This design comes from an exercise in tuning for small area and a short achievable clock period on the open sky130 flow, not from production work. In this exercise RTL edits were held to simulation tests only and were not proved equivalent to the original. Power is estimated from default activity; no workload was simulated.

==> module relu_maxpool, before the edit <==
module relu_maxpool
(
    input  logic              clk,
    input  logic              rst,
    input  logic              clear,
    input  logic              start,
    input  logic [DIM_W-1:0]  map_width,
    input  logic [DIM_W-1:0]  map_height,
    input  logic [DATA_W-1:0] in_data,
    input  logic              in_valid,
    output logic [POOL_W-1:0] out,
    output logic              done,
    output logic              frame_done,
    output logic              busy,
    output logic              cfg_err
);
    logic               busy_q, done_q, frame_done_q, cfg_err_q;
    logic [DIM_W-1:0]   w_q, ccnt_q, rcnt_q;      
    logic               lastc_q, lastr_q, codd_q, rodd_q;
    logic [POOL_W-1:0]  a_q;                      
    logic [POOL_W-1:0]  pm_q;                     
    logic [POOL_W-1:0]  out_q;
    logic               sh_q;                     
    logic [3:0]         fsel, dsel;
    logic [7:0]         csel;
    logic               p1_q;
    logic               accept, pair_ev, dims_ok, cfg_ld, cfg_d;
    logic [POOL_W-1:0]  vraw, y, a_d, tap;
    logic               neg, lb_use, a_y, a_tap, a_en, lastp_q;
    logic [6:0]         sx_q;
    always_comb begin
        vraw    = in_data[POOL_W-1:0];
        neg     = in_data[DATA_W-1];
        accept  = busy_q && in_valid;
        pair_ev = accept && codd_q;
        dims_ok = (map_width >= DIM_W'(2)) && (map_width <= MAX_W_DIM) &&
                  (map_height >= DIM_W'(2));
        lb_use  = busy_q && (rodd_q ^ lastp_q);
        a_y     = busy_q && (!codd_q || (lb_use && p1_q));
        a_tap   = codd_q && lb_use && !p1_q;
        a_en    = !busy_q || (accept && (codd_q || !lastc_q));
    end
    pool_max_k u_max (.a(a_q), .v(vraw), .neg(neg), .y(y),
                      .k(a_y), .t(tap), .kt(a_tap), .yk(a_d));
    always_comb begin
        fsel = '0;
        dsel = '0;
        csel = '0;
        fsel[sx_q[1:0]] = 1'b1;
        dsel[sx_q[3:2]] = 1'b1;
        csel[sx_q[6:4]] = 1'b1;
    end
    always_ff @(posedge clk) begin
        if (w_q[8]) begin
            sx_q <= 7'd127;
        end else if (w_q[7:1] <= 7'd17) begin
            sx_q <= w_q[7:1] - 7'd2;
        end else begin
            sx_q <= w_q[7:1] - 7'd1;
        end
        p1_q   <= (w_q[8:1] == 8'd1);
    end
    always_ff @(posedge clk) begin
        if (rst || clear) begin
            busy_q       <= 1'b0;
            done_q       <= 1'b0;
            frame_done_q <= 1'b0;
            out_q        <= '0;
        end else begin
            done_q       <= pair_ev && rodd_q;
            frame_done_q <= accept && lastc_q && lastr_q;
            if (!busy_q && start) begin
                if (dims_ok) begin
                    busy_q    <= 1'b1;
                end
            end
            if (accept && lastc_q && lastr_q) begin
                busy_q <= 1'b0;
            end
            if (pair_ev && rodd_q) begin
                out_q <= y;
            end
        end
    end
    always_comb begin
        cfg_ld = !busy_q && start && !clear;
        cfg_d  = !rst && ((cfg_ld && !dims_ok) || (!cfg_ld && cfg_err_q));
    end
    always_ff @(posedge clk) begin
        cfg_err_q <= cfg_d;
    end
    always_ff @(posedge clk) begin
        if (!busy_q && start) begin
            w_q     <= map_width;
            ccnt_q  <= map_width;
            rcnt_q  <= map_height;
            lastc_q <= 1'b0;
            lastp_q <= (map_width <= DIM_W'(3));
            lastr_q <= 1'b0;
            codd_q  <= 1'b0;
            rodd_q  <= 1'b0;
        end else if (accept) begin
            if (lastc_q) begin
                ccnt_q  <= w_q;
                lastc_q <= 1'b0;
                lastp_q <= (w_q <= DIM_W'(3));
                codd_q  <= 1'b0;
                rcnt_q  <= rcnt_q - DIM_W'(1);
                lastr_q <= (rcnt_q == DIM_W'(2));
                rodd_q  <= !rodd_q;
            end else begin
                ccnt_q  <= ccnt_q - DIM_W'(1);
                lastc_q <= (ccnt_q == DIM_W'(2));
                lastp_q <= (ccnt_q <= DIM_W'(3));
                codd_q  <= !codd_q;
            end
        end
        if (a_en) begin
            a_q <= a_d;
        end
        if (codd_q) begin
            pm_q <= y;
        end
        sh_q <= pair_ev;
    end
    pool_line_buffer u_line_buf (
        .clk  (clk),
        .sh   (sh_q),
        .din  (pm_q),
        .fsel (fsel),
        .dsel (dsel),
        .csel (csel),
        .tap  (tap)
    );
    assign out        = out_q;
    assign done       = done_q;
    assign frame_done = frame_done_q;
    assign busy       = busy_q;
    assign cfg_err    = cfg_err_q;
endmodule
==> module pool_max_k, before the edit <==
module pool_max_k
(
    input  logic [POOL_W-1:0] a,
    input  logic [POOL_W-1:0] v,
    input  logic              neg,
    output logic [POOL_W-1:0] y,
    input  logic              k,
    input  logic [POOL_W-1:0] t,
    input  logic              kt,
    output logic [POOL_W-1:0] yk
);
    logic [POOL_W-2:0] gn, en;
    logic [POOL_W-1:0] ak, tk;
    logic              negk;
    pool_max_pfx u_p (.a(a), .v(v), .gn(gn), .en(en));
    assign ak   = a & {POOL_W{k}};
    assign negk = neg | ~k;
    assign tk   = t & {POOL_W{kt}};
    for (genvar i = 0; i < POOL_W - 1; i++) begin : g_out
        pool_max_out u_o (.a(a[i]), .v(v[i]), .neg(neg), .gn(gn[i]), .en(en[i]), .y(y[i]));
        pool_max_outt u_k (.a(ak[i]), .v(v[i]), .neg(negk), .gn(gn[i]), .en(en[i]),
                           .t(tk[i]), .y(yk[i]));
    end
    assign y[POOL_W-1]  = a[POOL_W-1] | (v[POOL_W-1] & ~neg);
    assign yk[POOL_W-1] = ak[POOL_W-1] | (v[POOL_W-1] & ~negk) | tk[POOL_W-1];
endmodule
==> module pool_max_outt, before the edit <==
module pool_max_outt
(
    input  logic a,
    input  logic v,
    input  logic neg,
    input  logic gn,
    input  logic en,
    input  logic t,
    output logic y
);
    assign y = (a & (neg | ~(gn & en))) | (v & gn & ~neg) | t;
endmodule
Settings: LEC_CHECK=0, CAP_MARGIN=20, CORE_MARGIN=2, CORE_UTILIZATION=60, CTS_CLUSTER_DIAMETER=120, CTS_CLUSTER_SIZE=30, SETUP_SLACK_MARGIN=3.3, SLEW_MARGIN=20, SYNTH_HIERARCHICAL=1; clock period 5.5 ns.
run.sh (not shown) runs the stock make flow with config.mk's settings and CLKGATE_MAP_FILE= SYNTH_SCRIPT=/design/flow/synth_recipe.tcl, a recipe that flattens the netlist after the stock synthesis.
Rerun with:
--- a/flow/design.v
+++ b/flow/design.v
@@ -82,17 +82,19 @@
     logic               lastc_q, lastr_q, codd_q, rodd_q;
     logic [POOL_W-1:0]  a_q;                      
     logic [POOL_W-1:0]  pm_q;                     
     logic [POOL_W-1:0]  out_q;
     logic               sh_q;                     
-    logic [3:0]         fsel, dsel;
-    logic [7:0]         csel;
+    logic [3:0]         fsel_q, dsel_q;
+    logic [7:0]         csel_q;
     logic               p1_q;
     logic               accept, pair_ev, dims_ok, cfg_ld, cfg_d;
     logic [POOL_W-1:0]  vraw, y, a_d, tap;
     logic               neg, lb_use, a_y, a_tap, a_en, lastp_q;
     logic [6:0]         sx_q;
+    logic [3:0]         fsel_d, dsel_d;
+    logic [7:0]         csel_d;
     always_comb begin
         vraw    = in_data[POOL_W-1:0];
         neg     = in_data[DATA_W-1];
         accept  = busy_q && in_valid;
         pair_ev = accept && codd_q;
@@ -104,26 +106,29 @@
         a_en    = !busy_q || (accept && (codd_q || !lastc_q));
     end
     pool_max_k u_max (.a(a_q), .v(vraw), .neg(neg), .y(y),
                       .k(a_y), .t(tap), .kt(a_tap), .yk(a_d));
     always_comb begin
-        fsel = '0;
-        dsel = '0;
-        csel = '0;
-        fsel[sx_q[1:0]] = 1'b1;
-        dsel[sx_q[3:2]] = 1'b1;
-        csel[sx_q[6:4]] = 1'b1;
+        fsel_d = '0;
+        dsel_d = '0;
+        csel_d = '0;
+        fsel_d[sx_q[1:0]] = 1'b1;
+        dsel_d[sx_q[3:2]] = 1'b1;
+        csel_d[sx_q[6:4]] = 1'b1;
     end
     always_ff @(posedge clk) begin
         if (w_q[8]) begin
             sx_q <= 7'd127;
         end else if (w_q[7:1] <= 7'd17) begin
             sx_q <= w_q[7:1] - 7'd2;
         end else begin
             sx_q <= w_q[7:1] - 7'd1;
         end
         p1_q   <= (w_q[8:1] == 8'd1);
+        fsel_q <= fsel_d;
+        dsel_q <= dsel_d;
+        csel_q <= csel_d;
     end
     always_ff @(posedge clk) begin
         if (rst || clear) begin
             busy_q       <= 1'b0;
             done_q       <= 1'b0;
@@ -188,13 +193,13 @@
     end
     pool_line_buffer u_line_buf (
         .clk  (clk),
         .sh   (sh_q),
         .din  (pm_q),
-        .fsel (fsel),
-        .dsel (dsel),
-        .csel (csel),
+        .fsel (fsel_q),
+        .dsel (dsel_q),
+        .csel (csel_q),
         .tap  (tap)
     );
     assign out        = out_q;
     assign done       = done_q;
     assign frame_done = frame_done_q;
@@ -270,23 +275,16 @@
     input  logic [POOL_W-1:0] t,
     input  logic              kt,
     output logic [POOL_W-1:0] yk
 );
     logic [POOL_W-2:0] gn, en;
-    logic [POOL_W-1:0] ak, tk;
-    logic              negk;
     pool_max_pfx u_p (.a(a), .v(v), .gn(gn), .en(en));
-    assign ak   = a & {POOL_W{k}};
-    assign negk = neg | ~k;
-    assign tk   = t & {POOL_W{kt}};
     for (genvar i = 0; i < POOL_W - 1; i++) begin : g_out
         pool_max_out u_o (.a(a[i]), .v(v[i]), .neg(neg), .gn(gn[i]), .en(en[i]), .y(y[i]));
-        pool_max_outt u_k (.a(ak[i]), .v(v[i]), .neg(negk), .gn(gn[i]), .en(en[i]),
-                           .t(tk[i]), .y(yk[i]));
     end
-    assign y[POOL_W-1]  = a[POOL_W-1] | (v[POOL_W-1] & ~neg);
-    assign yk[POOL_W-1] = ak[POOL_W-1] | (v[POOL_W-1] & ~negk) | tk[POOL_W-1];
+    assign y[POOL_W-1] = a[POOL_W-1] | (v[POOL_W-1] & ~neg);
+    assign yk = (y & {POOL_W{k}}) | (t & {POOL_W{kt}});
 endmodule
 module pool_max_bit
 (
     input  logic a,
     input  logic v,
@@ -336,17 +334,5 @@
     input  logic en,
     output logic y
 );
     assign y = (a & (neg | ~(gn & en))) | (v & gn & ~neg);
 endmodule
-module pool_max_outt
-(
-    input  logic a,
-    input  logic v,
-    input  logic neg,
-    input  logic gn,
-    input  logic en,
-    input  logic t,
-    output logic y
-);
-    assign y = (a & (neg | ~(gn & en))) | (v & gn & ~neg) | t;
-endmodule
Result: First-iteration DRC count came out higher by 8.2%; cell count goes down by about 1%; count of clock-buffer cells in the layout rises by 4; routed wire length came out lower by about 1.2%; clock skew went down by 0.011 ns; total power came out higher by about 0.46%; flip-flop and latch count rose by 16.

==> separate check: timing with driven ports <==
The results above use ideal ports. As a check the final layouts listed here were re-extracted and re-timed, cells and wires unchanged.
Step 1 assumes that a clkbuf_16 drives the clock port and a buf_2 every other input.
Step 2 adds t to the input delays and takes it off the output delays; t is the mean of the earliest and latest rising clock arrival at the registers after step 1. Input paths then give back, and output paths get back, about the clock's delay inside the block.
Three values: no drivers, after step 1, after step 2; two values: the first two.
run | shift t [ns] | setup slack, ns | hold WS [ns] | worst data-port slew with drivers (ns)
the first run | 0.793 | 2.516 / 2.516 / 2.194 | 0.398 / 0.398 / 0.398 | 0.08
the second run | 0.797 | 3.111 / 3.062 / 2.367 | 0.410 / 0.410 / 0.410 | 0.05
After both steps setup and hold are still met in every run listed. The setup slack of the second run, which loses most, moves by -0.049 ns with the drivers and by -0.744 ns with both steps.
